This design comes from an exercise in tuning for small area, a short achievable clock period and few clock cycles on the open sky130 flow, not from production work.
Power figures rest on the tool's default switching activity, not on a simulated workload.

==> trial 48 <==
Design lawnmower_path_generator, start of the top module:
module lawnmower_path_generator #(
    parameter int MAX_WAYPOINTS = lpg_pkg::MAX_WAYPOINTS_DEF
) (
    input  logic                               i_clk,
    input  logic                               i_rst_n,
    input  logic                               start,
    output logic                               busy,
    input  logic signed [lpg_pkg::COORD_W-1:0] i_center_x,
    input  logic signed [lpg_pkg::COORD_W-1:0] i_center_y,
    input  logic                               i_cfg_valid,
    output logic                               o_cfg_ready,
    input  logic [lpg_pkg::IDX_W-1:0]          i_cfg_index,
    input  logic [lpg_pkg::LEN_W-1:0]          i_cfg_data,
    output logic                               o_point_valid,
    output logic signed [lpg_pkg::COORD_W-1:0] o_point_x,
    output logic signed [lpg_pkg::COORD_W-1:0] o_point_y,
    output logic [lpg_pkg::PNUM_W-1:0]         o_point_number,
    output logic                               o_last_point,
    output logic                               o_overflow
);
    localparam int LEN_W   = lpg_pkg::LEN_W;
    localparam int TRIG_W  = lpg_pkg::TRIG_W;
    localparam int PNUM_W  = lpg_pkg::PNUM_W;
    localparam int REM_W   = LEN_W + 2;
    localparam logic [PNUM_W-1:0] LAST_PNUM = PNUM_W'(MAX_WAYPOINTS - 1);
    localparam logic [2:0] OP_GO   = 3'd0;
    localparam logic [2:0] OP_FLIP = 3'd1;
    localparam logic [2:0] OP_STEP = 3'd2;
    localparam logic [2:0] OP_LAST = 3'd3;
    localparam logic [2:0] OP_MAC  = 3'd4;
    logic [LEN_W-1:0]         r_xlen, r_ylen, r_w;
    logic signed [TRIG_W-1:0] r_cos, r_sin;
  ...
make LEC_CHECK=0 CAP_MARGIN=20 CORE_MARGIN=2 CORE_UTILIZATION=40 SETUP_SLACK_MARGIN=0 SLEW_MARGIN=20 finish   # period 7.5 ns
run.sh (not shown) runs the stock make flow with config.mk's settings and CLKGATE_MAP_FILE= SYNTH_SCRIPT=/design/flow/synth_recipe.tcl, a recipe that flattens the netlist after the stock synthesis.
==> trial 22 (differences from trial 48) <==
--- a/flow/config.mk
+++ b/flow/config.mk
@@ -9,4 +9,4 @@
 export CORE_MARGIN = 2
 export CORE_UTILIZATION = 40
-export SETUP_SLACK_MARGIN = 0
+export SETUP_SLACK_MARGIN = 3.0
 export SLEW_MARGIN = 20
==> qor summary <==
|  | trial 22 | trial 48 |
|---|---|---|
| Result of the run | timing/DRC/antenna clean | timing/DRC/antenna clean |
| Wl on met1 | 50.9 mm | 49.3 mm |
| Static leakage power | 0.0180 µW | 0.0160 µW |
| Pre-antenna DRT Iters | 8 | 7 |
| Routed length on met3 | 8.76 mm | 8.08 mm |
| Vias per cell | 5.97 | 5.84 |
| Biggest cell delay along the critical path | 0.59 ns | 0.88 ns |
| Net switching power | 9560 µW | 7670 µW |
| Initial antenna violation count | 1 | 4 |
| Routability cong. | 0.908 | 0.919 |
| Sequential share of cell area | 31.9% | 36.2% |
| Multi-input gate share of the layout cell area | 48.5% | 46.5% |
| GR Layer Usage met3 | 4.49% | 4.65% |
| Part of the power in combinational logic | 63.1% | 53.5% |
No run of this note included a check of the RTL's function; only the layout flow was run.

========
==> inputs of 09-09 <==
Another version of the RTL of lawnmower_path_generator (not shown whole).
==> flow/config.mk <==
export PLATFORM = sky130hd
export DESIGN_NAME = lawnmower_path_generator
export DESIGN_NICKNAME = lawnmower_path_generator
export VERILOG_FILES = /design/flow/design.v
export SDC_FILE = /design/flow/constraint.sdc
export NUM_CORES = 4
export LEC_CHECK = 0
export CAP_MARGIN = 20
export CORE_MARGIN = 2
export CORE_UTILIZATION = 40
export SETUP_SLACK_MARGIN = 3.5
export SLEW_MARGIN = 20
==> flow/constraint.sdc <==
create_clock -name core_clock -period 7.5 [get_ports {i_clk}]
set_input_delay 1.5000 -clock core_clock [delete_from_list [all_inputs] [get_ports {i_clk}]]
set_output_delay 1.5000 -clock core_clock [all_outputs]
set_load 0.01 [all_outputs]
==> 06-15: changes against 09-09 <==
--- a/flow/design.v
+++ b/flow/design.v
@@ -15,58 +15,29 @@
     localparam logic [IDX_W-1:0] REG_COS_BEARING  = 3'd3;
     localparam logic [IDX_W-1:0] REG_SIN_BEARING  = 3'd4;
     localparam logic [LEN_W-1:0]         RST_X_LENGTH     = 24'd5120;
     localparam logic [LEN_W-1:0]         RST_Y_LENGTH     = 24'd5120;
     localparam logic [LEN_W-1:0]         RST_STRIPE_WIDTH = 24'd2560;
     localparam logic signed [TRIG_W-1:0] RST_COS_BEARING  = 16'sd16384;
     localparam logic signed [TRIG_W-1:0] RST_SIN_BEARING  = 16'sd0;
 endpackage
-module lpg_add #(
-    parameter int W = 48
-) (
-    input  logic [W-1:0] i_a,
-    input  logic [W-1:0] i_b,
-    input  logic         i_cin,
-    output logic [W-1:0] o_sum
-);
-    localparam int N = W + 1;
-    localparam int L = $clog2(N);
-    logic [N-1:0]       a, b;
-    logic [(L+1)*N-1:0] g, p;
-    assign a = {i_a, i_cin};
-    assign b = {i_b, i_cin};
-    assign g[N-1:0] = a & b;
-    assign p[N-1:0] = a ^ b;
-    for (genvar l = 0; l < L; l++) begin : g_level
-        for (genvar i = 0; i < N; i++) begin : g_bit
-            if (((i >> l) & 1) == 1) begin : g_node
-                localparam int J = ((i >> l) << l) - 1;
-                assign g[(l+1)*N+i] = g[l*N+i] | (p[l*N+i] & g[l*N+J]);
-                assign p[(l+1)*N+i] = p[l*N+i] & p[l*N+J];
-            end else begin : g_pass
-                assign g[(l+1)*N+i] = g[l*N+i];
-                assign p[(l+1)*N+i] = p[l*N+i];
-            end
-        end
-    end
-    assign o_sum = p[N-1:1] ^ g[L*N+N-2:L*N];
-endmodule
 module lpg_datapath #(
     parameter bit IS_Y = 1'b0
 ) (
     input  logic                               i_clk,
+    input  logic [5:0]                         i_sel,
     input  logic [5:0]                         n_sel,
     input  logic                               i_td,        
     input  logic                               n_far,       
     input  logic                               i_load_c,
     input  logic signed [lpg_pkg::COORD_W-1:0] i_center,
     input  logic [lpg_pkg::LEN_W-1:0]          i_h,
     input  logic [5:0]                         n_booth,     
-    input  logic                               n_first,     
+    input  logic                               i_mac_first,
     input  logic [2:0]                         i_load_p,    
     output logic signed [lpg_pkg::COORD_W-1:0] o_point
 );
     localparam int COORD_W = lpg_pkg::COORD_W;
     localparam int LEN_W   = lpg_pkg::LEN_W;
     localparam int FRAC_W  = lpg_pkg::FRAC_W;
     localparam int POS_W   = lpg_pkg::POS_W;
     localparam int PROD_W  = lpg_pkg::PROD_W;
@@ -80,17 +51,19 @@
         end
     end
     logic st_neg_go, sw_neg;
     assign st_neg_go = IS_Y ? 1'b0 : !i_td;
     assign sw_neg    = IS_Y ? 1'b1 : i_td;
     function automatic logic sa_neg(input logic far, input logic td);
         sa_neg = (IS_Y && td) ? far : !far;
     endfunction
-    logic n_nb, n_nc;
+    logic       n_nb, n_nc;
+    logic       r_nb, r_nc;
+    logic [5:0] r_booth;
     always_comb begin
         n_nb = 1'b0;
         n_nc = 1'b0;
         if (n_sel[0]) begin
             n_nb = n_booth[3];
             n_nc = n_booth[0];
         end else if (n_sel[5] || n_sel[4]) begin
             n_nb = st_neg_go;
@@ -99,72 +72,57 @@
             n_nb = sa_neg(!n_far, i_td);
         end else if (n_sel[2]) begin
             n_nb = sw_neg;
         end else if (n_sel[1]) begin
             n_nb = !st_neg_go;
             n_nc = sa_neg(n_far, i_td);
         end
     end
-    logic r_a_in, r_a_kept, r_a_x, r_a_x4;
-    logic r_b_st, r_b_sa2, r_b_sw, r_b_h1, r_b_h2;
-    logic r_c_sa, r_c_h1, r_c_h2;
-    logic r_nb, r_nc;
     always_ff @(posedge i_clk) begin
-        r_a_in   <= n_sel[5];
-        r_a_kept <= n_sel[4] || n_sel[1];
-        r_a_x    <= n_sel[3] || n_sel[2];
-        r_a_x4   <= n_sel[0] && !n_first;
-        r_b_st   <= n_sel[5] || n_sel[4] || n_sel[1];
-        r_b_sa2  <= n_sel[3];
-        r_b_sw   <= n_sel[2];
-        r_b_h1   <= n_sel[0] && n_booth[5];
-        r_b_h2   <= n_sel[0] && n_booth[4];
-        r_c_sa   <= n_sel[5] || n_sel[4] || n_sel[1];
-        r_c_h1   <= n_sel[0] && n_booth[2];
-        r_c_h2   <= n_sel[0] && n_booth[1];
-        r_nb     <= n_nb;
-        r_nc     <= n_nc;
+        r_nb    <= n_nb;
+        r_nc    <= n_nc;
+        r_booth <= n_booth;
+    end
+    logic [LEN_W:0] row_hi, row_lo;
+    always_comb begin
+        row_hi = ({(LEN_W+1){r_booth[5]}} & {1'b0, i_h}) | ({(LEN_W+1){r_booth[4]}} & {i_h, 1'b0});
+        row_lo = ({(LEN_W+1){r_booth[2]}} & {1'b0, i_h}) | ({(LEN_W+1){r_booth[1]}} & {i_h, 1'b0});
     end
     function automatic logic [POS_W-1:0] sx39(input logic [PROD_W-2:0] v);
         sx39 = {{(POS_W-PROD_W+1){v[PROD_W-2]}}, v};
     endfunction
     function automatic logic [POS_W-1:0] rep(input logic b);
         rep = {POS_W{b}};
     endfunction
+    logic            s_goi, s_gor, s_flip, s_step, s_last, s_mac;
     logic [POS_W-1:0] c_in, c_kept, opa, opb, opc, opb_s, opc_s;
     always_comb begin
+        {s_goi, s_gor, s_flip, s_step, s_last, s_mac} = i_sel;
         c_in   = {i_center[COORD_W-1], i_center, 1'b1, {(FRAC_W-1){1'b0}}};
         c_kept = {r_c[COORD_W-1], r_c, 1'b1, {(FRAC_W-1){1'b0}}};
-        opa = (rep(r_a_in) & c_in)
-            | (rep(r_a_kept) & c_kept)
-            | (rep(r_a_x) & r_x)
-            | (rep(r_a_x4) & {r_x[POS_W-5:0], 4'b0});
-        opb = (rep(r_b_st) & sx39(r_st))
-            | (rep(r_b_sa2) & {sx39(r_sa), 1'b0})
-            | (rep(r_b_sw) & {{(POS_W-PROD_W){r_sw[PROD_W-1]}}, r_sw})
-            | (rep(r_b_h1) & POS_W'({i_h, 2'b0}))
-            | (rep(r_b_h2) & POS_W'({i_h, 3'b0}));
-        opc = (rep(r_c_sa) & sx39(r_sa))
-            | (rep(r_c_h1) & POS_W'(i_h))
-            | (rep(r_c_h2) & POS_W'({i_h, 1'b0}));
+        opa = (rep(s_goi) & c_in)
+            | (rep(s_gor || s_last) & c_kept)
+            | (rep(s_flip || s_step) & r_x)
+            | (rep(s_mac && !i_mac_first) & {r_x[POS_W-5:0], 4'b0});
+        opb = (rep(s_goi || s_gor || s_last) & sx39(r_st))
+            | (rep(s_flip) & {sx39(r_sa), 1'b0})
+            | (rep(s_step) & {{(POS_W-PROD_W){r_sw[PROD_W-1]}}, r_sw})
+            | (rep(s_mac) & POS_W'({row_hi, 2'b0}));
+        opc = (rep(s_goi || s_gor || s_last) & sx39(r_sa))
+            | (rep(s_mac) & POS_W'(row_lo));
         opb_s = opb ^ rep(r_nb);
         opc_s = opc ^ rep(r_nc);
     end
     logic [POS_W-1:0] cs_s, cs_c, sum;
     always_comb begin
         cs_s = opa ^ opb_s ^ opc_s;
         cs_c = (opa & opb_s) | (opa & opc_s) | (opb_s & opc_s);
+        sum  = cs_s + {cs_c[POS_W-2:0], r_nb} + POS_W'(r_nc);
     end
-    lpg_add #(.W(POS_W)) u_add (
-        .i_a   (cs_s),
-        .i_b   ({cs_c[POS_W-2:0], r_nb}),
-        .i_cin (r_nc),
-        .o_sum (sum)
-    );
     always_ff @(posedge i_clk) begin
         r_x <= $signed(sum);
         if (i_load_p[0]) r_sa <= $signed(sum[PROD_W-2:0]);
         if (i_load_p[1]) r_st <= $signed(sum[PROD_W-2:0]);
         if (i_load_p[2]) r_sw <= $signed(sum[PROD_W-1:0]);
     end
     logic signed [COORD_W:0] pos;
     assign pos = r_x[POS_W-1:FRAC_W];
@@ -231,16 +189,17 @@
     assign weff = {r_w[LEN_W-1:1], r_w[0] | r_wz};
     assign span = r_td ? {r_ylen[LEN_W-1:1], 1'b0} : {r_xlen[LEN_W-1:1], 1'b0};
     logic       r_mrun;      
     logic       r_mprep;     
     logic       r_cdone;     
     logic [1:0] r_round;     
     logic [1:0] r_dig;       
     logic       c_act;       
+    logic             r_dfirst;
     logic [2:0]       r_dload;
     logic [LEN_W-1:0] r_h;
     assign c_act = r_mrun && !r_mprep && !r_cdone;
     always_ff @(posedge i_clk) begin
         if (restart) begin
             r_mprep <= 1'b1;
             r_cdone <= 1'b0;
             r_round <= '0;
@@ -290,16 +249,17 @@
             m_h = weff;
         end else if (r_round[0] ^ r_td) begin
             m_h = {1'b0, r_xlen[LEN_W-1:1]};
         end else begin
             m_h = {1'b0, r_ylen[LEN_W-1:1]};
         end
     end
     always_ff @(posedge i_clk) begin
+        r_dfirst <= (r_dig == 2'd0);
         r_h      <= m_h;
     end
     localparam logic [1:0] ST_IDLE = 2'd0;
     localparam logic [1:0] ST_WAIT = 2'd1;
     localparam logic [1:0] ST_RUN  = 2'd2;
     logic [1:0]        r_state, n_state;
     logic              r_busy, n_busy;
     logic              r_valid, n_valid;
@@ -328,23 +288,18 @@
             rem_b   = $signed({2'b0, weff});
             rem_inv = 1'b0;
             rem_cin = 1'b0;
         end else begin
             rem_b   = $signed({2'b0, weff});
             rem_inv = 1'b1;
             rem_cin = (r_pnum != '0);
         end
+        rem_sum = r_rem + (rem_b ^ {REM_W{rem_inv}}) + REM_W'(rem_cin);
     end
-    lpg_add #(.W(REM_W)) u_rem_add (
-        .i_a   (r_rem),
-        .i_b   (rem_b ^ {REM_W{rem_inv}}),
-        .i_cin (rem_cin),
-        .o_sum (rem_sum)
-    );
     always_ff @(posedge i_clk) begin
         if (go || (c_act && r_round == 2'd0 && r_dig == 2'd0)) begin
             r_rem <= $signed({2'b0, span});
         end else if (c_act && r_round == 2'd0 && r_dig == 2'd1) begin
             r_rem <= rem_sum;
         end else if (c_act && r_round == 2'd0 && r_dig == 2'd2) begin
             r_ovf <= (weff[LEN_W-1:19] == '0) && !rem_sum[REM_W-1];
         end else if (run && !r_pnum[0]) begin
@@ -406,51 +361,56 @@
         r_pnum      <= n_pnum;
         r_last      <= n_last;
         r_far       <= n_far;
         r_next_last <= n_next_last;
         r_mrun      <= n_mrun;
         r_dload     <= n_dload;
     end
     localparam int NSEL = 6;
-    logic [NSEL-1:0] n_sel;
+    logic [NSEL-1:0] n_sel, r_sel;
     logic            n_run, n_go;
     always_comb begin
         n_run = (n_state == ST_RUN);
         n_go  = !n_run && !n_mrun;
         n_sel[5] = n_go && (n_state == ST_IDLE);
         n_sel[4] = n_go && (n_state != ST_IDLE);
         n_sel[3] = n_run && !n_dmac && !n_pnum[0];
         n_sel[2] = n_run && !n_dmac && n_pnum[0] && !n_next_last;
         n_sel[1] = n_run && !n_dmac && n_pnum[0] && n_next_last;
         n_sel[0] = n_dmac;
     end
+    always_ff @(posedge i_clk) begin
+        r_sel <= n_sel;
+    end
     lpg_datapath #(.IS_Y(1'b0)) u_dp_x (
         .i_clk       (i_clk),
+        .i_sel       (r_sel),
         .n_sel       (n_sel),
         .i_td        (r_td),
         .n_far       (n_far),
         .i_load_c    (idle),
         .i_center    (i_center_x),
         .i_h         (r_h),
         .n_booth     (bth_x),
-        .n_first     (r_dig == 2'd0),
+        .i_mac_first (r_dfirst),
         .i_load_p    (r_dload),
         .o_point     (o_point_x)
     );
     lpg_datapath #(.IS_Y(1'b1)) u_dp_y (
         .i_clk       (i_clk),
+        .i_sel       (r_sel),
         .n_sel       (n_sel),
         .i_td        (r_td),
         .n_far       (n_far),
         .i_load_c    (idle),
         .i_center    (i_center_y),
         .i_h         (r_h),
         .n_booth     (bth_y),
-        .n_first     (r_dig == 2'd0),
+        .i_mac_first (r_dfirst),
         .i_load_p    (r_dload),
         .o_point     (o_point_y)
     );
     assign busy           = r_busy;
     assign o_point_valid  = r_valid;
     assign o_point_number = r_pnum;
     assign o_last_point   = r_last;
     assign o_overflow     = r_ovf;
==> 10-10: changes against 09-09 <==
Settings changed: SETUP_SLACK_MARGIN 3.5 to 3.0.
==> out/results.tsv <==
metric	value	unit
met3 routed WL	6640	um
met2 Use GR	0.380	
minimum clock period	4.94	ns
GRT met1 Usage	0.298	
status	complete, no violations	
DPL Wire Length	64400	um
pwr dens	221	nW/um^2
pin count of the biggest net entering global routing	79	
the above is filed under 10-10

==> out/results.tsv <==
metric	value	unit
pin count of the biggest net entering global routing	80	
status	complete, no violations	
GRT met1 Usage	0.298	
DPL Wire Length	64000	um
met3 routed WL	6890	um
pwr dens	212	nW/um^2
multiplexer area fraction after synthesis	0.0130	
Seq cells	593	
the above is filed under 09-09

==> out/results.tsv <==
metric	value	unit
minimum clock period	4.73	ns
status	complete, no violations	
DPL Wire Length	73800	um
hold path start	r_xlen[0]	
GRT met1 Usage	0.325	
Seq cells	593	
met3 routed WL	7960	um
pwr dens	195	nW/um^2
the above is filed under 06-15

No functional check of the RTL was part of any run of this note.

-- separate check: timing with driven ports --
No port has a modelled driver above. Below, the same layouts with a new extraction and two added sets of constraints. Step 1, drivers: a clkbuf_16 drives i_clk and a buf_2 each remaining input, both assumed. Step 2 moves the port delays by t, midway between the first and last clock arrival at a register: inputs arrive t later, outputs are due t later. That takes back most of the time a late clock gives input paths. a / b / c = no drivers / after step 1 / after step 2; a / b = the first two.
run | t, ns | setup WS [ns] | worst setup path after step 2
trial 48 | 0.677 | 0.714 / 0.714 / 0.714 | register to register
trial 22 | 0.680 | 2.244 / 2.244 / 1.850 | input to register
09-09 | 0.665 | 2.540 / 2.524 / 1.859 | input to register
06-15 | 0.687 | 2.774 / 2.774 / 2.138 | input to register
10-10 | 0.664 | 2.561 / 2.538 / 1.874 | input to register
After both steps setup and hold are still met in every run listed. The setup slack of 10-10, which loses most, moves by -0.023 ns with the drivers and by -0.687 ns with both steps.
